Background: an optimization exercise with open tools, aiming at small area and a short achievable clock period. Do not read the settings as production practice. RTL that was checked went through simulation tests only; none was proved equivalent to the original. No activity file was given, so power comes from the tool's default toggle rates.

Setup of run a:
==> module chan_fifo, before the edit <==
module chan_fifo (
	input  wire                         clk_125,
	input  wire                         rst_crc,
	input  wire                         clr,      
	input  wire                         stop,     
	input  wire                         clr_pre_n,  
	input  wire                         wr,
	input  wire eth_stream_pkg::word_t  wdata,
	input  wire                         rd,       
	input  wire                         rd_adv,   
	output eth_stream_pkg::word_t       rdata,    
	output logic                        rdy       
);
	localparam int DEPTH = 64;
	localparam int PTR_W = $clog2(64);
	logic [DEPTH-1:0][32-1:0] mem;
	logic [7:0] wr_lo;   
	logic [7:0] wr_hi;   
	logic [PTR_W-5:0] rblk;
	logic [7-1:0] level;
	logic do_wr;
	logic wr_ok;       
	logic [7-1:0] level_n;
	assign do_wr = wr & wr_ok & ~stop;   
	assign rdy   = |level[7-1:4];
	logic [3:0] rblk_oh;
	logic [16-1:0] pf_sel;
	logic [16-1:0] rd_sel;   
	eth_stream_pkg::word_t pf_word;
	assign rblk_oh = 4'(1) << rblk;
	assign pf_sel  = {rd_sel[16-2:0], rd_sel[16-1]};   
	always_ff @(posedge clk_125)
	begin
		if (rst_crc | clr)
			rd_sel <= 16'(1) << (16 - 1);
		else if (rd_adv)
			rd_sel <= {rd_sel[16-2:0], rd_sel[16-1]};
	end
	always_comb
	begin
		case ({do_wr, rd})
			2'b10:   level_n = level + 1'b1;
			2'b01:   level_n = level - 1'b1;
			default: level_n = level;
		endcase
		if (clr)
			level_n = '0;
	end
	always_ff @(posedge clk_125)
	begin
		if (rst_crc)
			wr_ok <= 1'b1;
		else
			wr_ok <= ~clr_pre_n & ~level_n[7-1];
		if (rst_crc | clr)
		begin
			wr_lo  <= 8'd1;
			wr_hi  <= 8'd1;
			rblk   <= '0;
			level  <= '0;
		end
		else
		begin
			if (do_wr)
			begin
				wr_lo <= {wr_lo[6:0], wr_lo[7]};
				if (wr_lo[7])
					wr_hi <= {wr_hi[6:0], wr_hi[7]};
			end
			if (rd && rd_sel[16-1])
				rblk <= rblk + 1'b1;
			level <= level_n;
		end
	end
	genvar gi;
	for (gi = 0; gi < DEPTH; gi++)
	begin : g_mem
		always_ff @(posedge clk_125)
			if (do_wr && wr_lo[gi % 8] && wr_hi[gi / 8])
				mem[gi] <= wdata;
	end
	logic [3:0][32-1:0] blk_word;
	always_comb
	begin
		blk_word = '0;
		for (int i = 0; i < DEPTH; i++)
			blk_word[i/16] = blk_word[i/16] | (mem[i] & {32{pf_sel[i%16]}});
		pf_word = '0;
		for (int b = 0; b < 4; b++)
			pf_word = pf_word | (blk_word[b] & {32{rblk_oh[b]}});
	end
	always_ff @(posedge clk_125)
		rdata <= pf_word;
endmodule
clock: 5.0 ns
lec_check: 0
cap_margin: 20
core_margin: 2
core_utilization: 50
place_density: 0.6
setup_slack_margin: 2.5
slew_margin: 20
standard.sh (not shown) runs the stock make flow with config.mk's settings and CLKGATE_MAP_FILE= SYNTH_SCRIPT=/design/flow/synth_recipe.tcl, a recipe that flattens the netlist after the stock synthesis.
==> flow/flow/run.sh <==
#!/bin/bash
# The standard layout (standard.sh, standard synthesis unchanged) with
# two changes made through ORFS's own variables:
#  - ports are buffered with plain buf cells, which timing repair may size,
#    instead of the platform's default delay buffers (every port still gets
#    its buffer);
#  - the clock tree is built from clkbuf_16 as before, with explicit sink
#    clustering and without dummy loads.
# The make output goes to standard.log; ORFS writes each step's log under
# orfs/logs.
set -euo pipefail
export BUFFER_PORTS_ARGS="-buffer_cell sky130_fd_sc_hd__buf_2"
export CTS_ARGS="-sink_clustering_enable -repair_clock_nets -sink_clustering_size 28 -sink_clustering_max_diameter 100 -buf_list sky130_fd_sc_hd__clkbuf_16 -dont_use_dummy_load"
bash standard.sh > standard.log 2>&1
Edits applied to the flow inputs when going from run a to run b:
-- flow/design.v --
<<< run a, line 77
			rd_sel <= {rd_sel[16-2:0], rd_sel[16-1]};
	end
	always_comb
	begin
		case ({do_wr, rd})
			2'b10:   level_n = level + 1'b1;
			2'b01:   level_n = level - 1'b1;
			default: level_n = level;
		endcase
		if (clr)
			level_n = '0;
	end
	always_ff @(posedge clk_125)
	begin
>>> run b, line 77
			rd_sel <= {rd_sel[16-2:0], rd_sel[16-1]};
	end
	logic [7-1:0] level_p1;
	logic [7-1:0] level_m1;
	logic level_63;
	logic full_n;
	assign level_p1 = level + 1'b1;
	assign level_m1 = level - 1'b1;
	assign level_63 = (level == 7'(64 - 1));
	always_comb
	begin
		if (clr)
			level_n = '0;
		else if (do_wr & ~rd)
			level_n = level_p1;
		else if (rd & ~do_wr)
			level_n = level_m1;
		else
			level_n = level;
	end
	assign full_n = ~clr & ~rd & (level[7-1] | (level_63 & do_wr));
	always_ff @(posedge clk_125)
	begin
<<< run a, line 92
			wr_ok <= 1'b1;
		else
			wr_ok <= ~clr_pre_n & ~level_n[7-1];
		if (rst_crc | clr)
		begin
>>> run b, line 101
			wr_ok <= 1'b1;
		else
			wr_ok <= ~clr_pre_n & ~full_n;
		if (rst_crc | clr)
		begin
==> summary.txt <==
Diff run a -> run b: count of cells along the worst hold path held, endpoint arrival time on the critical path went down 0.07 ns, wire length on met3 went down 2100 um, non-clock inverter total of the final layout went down 2. In run b, layout cell share with drive strength beyond 1 is lower than in run a. NOTE non-clock buffer total of the final layout run a->run b decreased by more than a quarter. ~same sequential power share in run a and run b. Between run a and run b, the flow reports leakage component of the power decreasing by a few percent. Between run a and run b, total number of cells along the worst setup path is lower for run a, run b comes in above that. For met1 layer usage reported by global route, run a and run b come out practically identical. Part of the total power dissipated in the clock network: run b vs run a down 0.2 points.
The RTL of run a was laid out without a check of its function.

== the reference run ==
eth_stream_top, a different RTL version from the one above (not shown whole).
Size: about 10000 cells after synthesis, ~5100 flip-flops, roughly 190 I/O pins.
==> module udp_frame_sender, before the edit <==
module udp_frame_sender (
	input  wire                              clk_125,
	input  wire                              rst_crc,
	input  wire eth_stream_pkg::stream_cfg_t cfg,
	input  wire                              start,
	input  wire eth_stream_pkg::buf_desc_t   desc,      
	output logic [16-1:0]            buf_sel,   
	input  wire eth_stream_pkg::word_t       buf_rd_data,
	input  wire                              tx_rdy,
	output eth_stream_pkg::tx_beat_t         tx,
	output logic                             take,      
	output logic                             end_tx
);
	logic s_idle;
	logic s_ports;
	logic s_ip;
	logic s_tag;
	logic s_chan;
	logic s_data;
	logic s_sum;
	logic [16-1:0] idx;      
	eth_stream_pkg::word_t beat;     
	assign take = s_idle | (s_sum & tx_rdy);
	assign buf_sel = tx_rdy ? {idx[16-2:0], idx[16-1]} : idx;
	logic s_idle_n;
	logic s_ports_n;
	logic s_ip_n;
	logic s_tag_n;
	logic s_chan_n;
	logic s_data_n;
	logic s_sum_n;
	logic o_busy;       
	logic o_ports_b;    
	logic o_sum_b;      
	assign tx.data = beat;
	assign tx.wren = tx_rdy & o_busy;
	assign tx.sop  = tx_rdy & ~o_ports_b;
	assign tx.eop  = tx_rdy & ~o_sum_b;
	always_comb
	begin
		s_idle_n  = s_idle;
		s_ports_n = s_ports;
		s_ip_n    = s_ip;
		s_tag_n   = s_tag;
		s_chan_n  = s_chan;
		s_data_n  = s_data;
		s_sum_n   = s_sum;
		if (s_idle)
		begin
			if (start)
			begin
				s_idle_n  = 1'b0;
				s_ports_n = 1'b1;
			end
		end
		else if (tx_rdy)
		begin
			s_ports_n = 1'b0;
			s_ip_n    = s_ports;
			s_tag_n   = s_ip;
			s_chan_n  = s_tag;
			s_data_n  = s_chan | (s_data & ~idx[16-1]);
			s_sum_n   = s_data & idx[16-1];
			s_idle_n  = s_sum;
		end
	end
	always_ff @(posedge clk_125)
	begin
		if (rst_crc)
		begin
			s_idle    <= 1'b1;
			s_ports   <= 1'b0;
			s_ip      <= 1'b0;
			s_tag     <= 1'b0;
			s_chan    <= 1'b0;
			s_data    <= 1'b0;
			s_sum     <= 1'b0;
			o_busy    <= 1'b0;
			o_ports_b <= 1'b1;
			o_sum_b   <= 1'b1;
			idx       <= 16'(1) << (16 - 1);
			end_tx    <= 1'b0;
		end
		else
		begin
			s_idle    <= s_idle_n;
			s_ports   <= s_ports_n;
			s_ip      <= s_ip_n;
			s_tag     <= s_tag_n;
			s_chan    <= s_chan_n;
			s_data    <= s_data_n;
			s_sum     <= s_sum_n;
			o_busy    <= ~s_idle_n;
			o_ports_b <= ~s_ports_n;
			o_sum_b   <= ~s_sum_n;
			end_tx    <= s_sum & tx_rdy;   
			if (s_idle)
				idx <= 16'(1) << (16 - 1);
			else if (tx_rdy && (s_data || s_chan))
				idx <= {idx[16-2:0], idx[16-1]};
		end
	end
	eth_stream_pkg::word_t ports_w;
	eth_stream_pkg::word_t tag_w;
	eth_stream_pkg::word_t chan_w;
	eth_stream_pkg::word_t cur_w;
	eth_stream_pkg::word_t nxt_w;
	logic use_ram;
	assign ports_w = {cfg.port_src, eth_stream_pkg::byte_len_t'(cfg.port_dest + 1'b1)};
	assign tag_w   = {desc.interval, desc.pkt_num};   
	assign chan_w  = {8'd0, 7'd0, desc.channel[0], eth_stream_pkg::byte_len_t'(16 * 4)};
	always_comb
	begin
		if (s_ip)
			cur_w = cfg.ip_dest;
		else if (s_tag)
			cur_w = tag_w;
		else if (s_chan)
			cur_w = chan_w;
		else if (s_sum)
			cur_w = desc.sum;
		else
			cur_w = ports_w;
		if (s_ports)
			nxt_w = cfg.ip_dest;
		else if (s_ip)
			nxt_w = tag_w;
		else if (s_tag)
			nxt_w = chan_w;
		else if (s_data)
			nxt_w = desc.sum;
		else
			nxt_w = ports_w;
	end
	assign use_ram = (s_data & ~(tx_rdy & idx[16-1])) | (s_chan & tx_rdy);
	always_ff @(posedge clk_125)
		beat <= use_ram ? buf_rd_data : (tx_rdy ? nxt_w : cur_w);
endmodule
==> flow/config.mk <==
export PLATFORM = sky130hd
export DESIGN_NAME = eth_stream_top
export DESIGN_NICKNAME = eth_stream_top
export VERILOG_FILES = /design/flow/design.v
export SDC_FILE = /design/flow/constraint.sdc
export NUM_CORES = 4
export LEC_CHECK = 0
export CAP_MARGIN = 20
export CORE_MARGIN = 2
export CORE_UTILIZATION = 50
export PLACE_DENSITY = 0.6
export SETUP_SLACK_MARGIN = 2.5
export SLEW_MARGIN = 20
==> flow/constraint.sdc <==
create_clock -name core_clock -period 5.0 [get_ports {clk_125}]
set_input_delay 1.0000 -clock core_clock [delete_from_list [all_inputs] [get_ports {clk_125}]]
set_output_delay 1.0000 -clock core_clock [all_outputs]
set_load 0.01 [all_outputs]
Scripts as last shown in full above: flow/flow/run.sh
--- input diff the reference run..the trial run ---
--- a/flow/design.v
+++ b/flow/design.v
@@ -385,13 +385,13 @@
 	logic s_chan;
 	logic s_data;
 	logic s_sum;
 	logic [16-1:0] idx;      
 	eth_stream_pkg::word_t beat;     
 	assign take = s_idle | (s_sum & tx_rdy);
-	assign buf_sel = tx_rdy ? {idx[16-2:0], idx[16-1]} : idx;
+	assign buf_sel = (s_data & tx_rdy) ? {idx[16-2:0], idx[16-1]} : idx;
 	logic s_idle_n;
 	logic s_ports_n;
 	logic s_ip_n;
 	logic s_tag_n;
 	logic s_chan_n;
 	logic s_data_n;
@@ -442,13 +442,13 @@
 			s_chan    <= 1'b0;
 			s_data    <= 1'b0;
 			s_sum     <= 1'b0;
 			o_busy    <= 1'b0;
 			o_ports_b <= 1'b1;
 			o_sum_b   <= 1'b1;
-			idx       <= 16'(1) << (16 - 1);
+			idx       <= 16'(1);
 			end_tx    <= 1'b0;
 		end
 		else
 		begin
 			s_idle    <= s_idle_n;
 			s_ports   <= s_ports_n;
@@ -459,14 +459,14 @@
 			s_sum     <= s_sum_n;
 			o_busy    <= ~s_idle_n;
 			o_ports_b <= ~s_ports_n;
 			o_sum_b   <= ~s_sum_n;
 			end_tx    <= s_sum & tx_rdy;   
 			if (s_idle)
-				idx <= 16'(1) << (16 - 1);
-			else if (tx_rdy && (s_data || s_chan))
+				idx <= 16'(1);
+			else if (tx_rdy && s_data)
 				idx <= {idx[16-2:0], idx[16-1]};
 		end
 	end
 	eth_stream_pkg::word_t ports_w;
 	eth_stream_pkg::word_t tag_w;
 	eth_stream_pkg::word_t chan_w;
--- outcome ---
- Delta (the trial run minus the reference run): power comparable; total of cells resized after clock tree synthesis now larger; worst slack at placement now larger; number of cells produced by synthesis now smaller; count of clock-buffer cells in the layout now smaller.
- For the trial run, the classification of the worst setup path was reg2reg, unlike the reference run, where it was in2out.
- In the flow results for the trial run and the reference run, the fraction of synthesized area in multiplexers is larger on the reference run.
- On share of the synthesized area in compound gates (AO/OA/AOI/OAI), the trial run and the reference run are basically level.
- Comparing the reference run with the trial run, the part of the total power dissipated in combinational logic came out essentially unchanged.
- The trial run reports a higher clock-pin slew on the worst setup and hold paths than the reference run does.
- Delta (the trial run minus the reference run): number of antenna repair diodes +5, met3 global-route usage ~0 delta, worst setup slack -64 ps.

==> separate check: timing with driven ports <==
No port has a modelled driver above. Below, the same layouts with a new extraction and two added sets of constraints.
Step 1 (the two cells are an assumption about what drives the block):
set clk [get_ports {clk_125}]
set_driving_cell -lib_cell sky130_fd_sc_hd__clkbuf_16 $clk
set_driving_cell -lib_cell sky130_fd_sc_hd__buf_2 [delete_from_list [all_inputs] $clk]
Step 2 times the ports against the registers' clock, not the clock port: input delays grow and output delays shrink by t, the midpoint of the rising clock arrivals with the driver on.
Three values: ideal ports, drivers, drivers and shift; two values: the first two.
run	t, ns	setup WS [ns]	worst setup path after step 2
run a	1.056	2.219 / 2.219 / 1.439	input to register
run b	1.026	2.258 / 2.258 / 1.607	input to register
the reference run	1.055	2.473 / 2.269 / 1.380	input to register
the trial run	1.047	2.409 / 2.323 / 1.501	input to register
After both steps every run listed still meets setup and hold. For the reference run, which loses most, drivers alone change the setup slack by -0.204 ns; drivers and shift together by -1.093 ns.
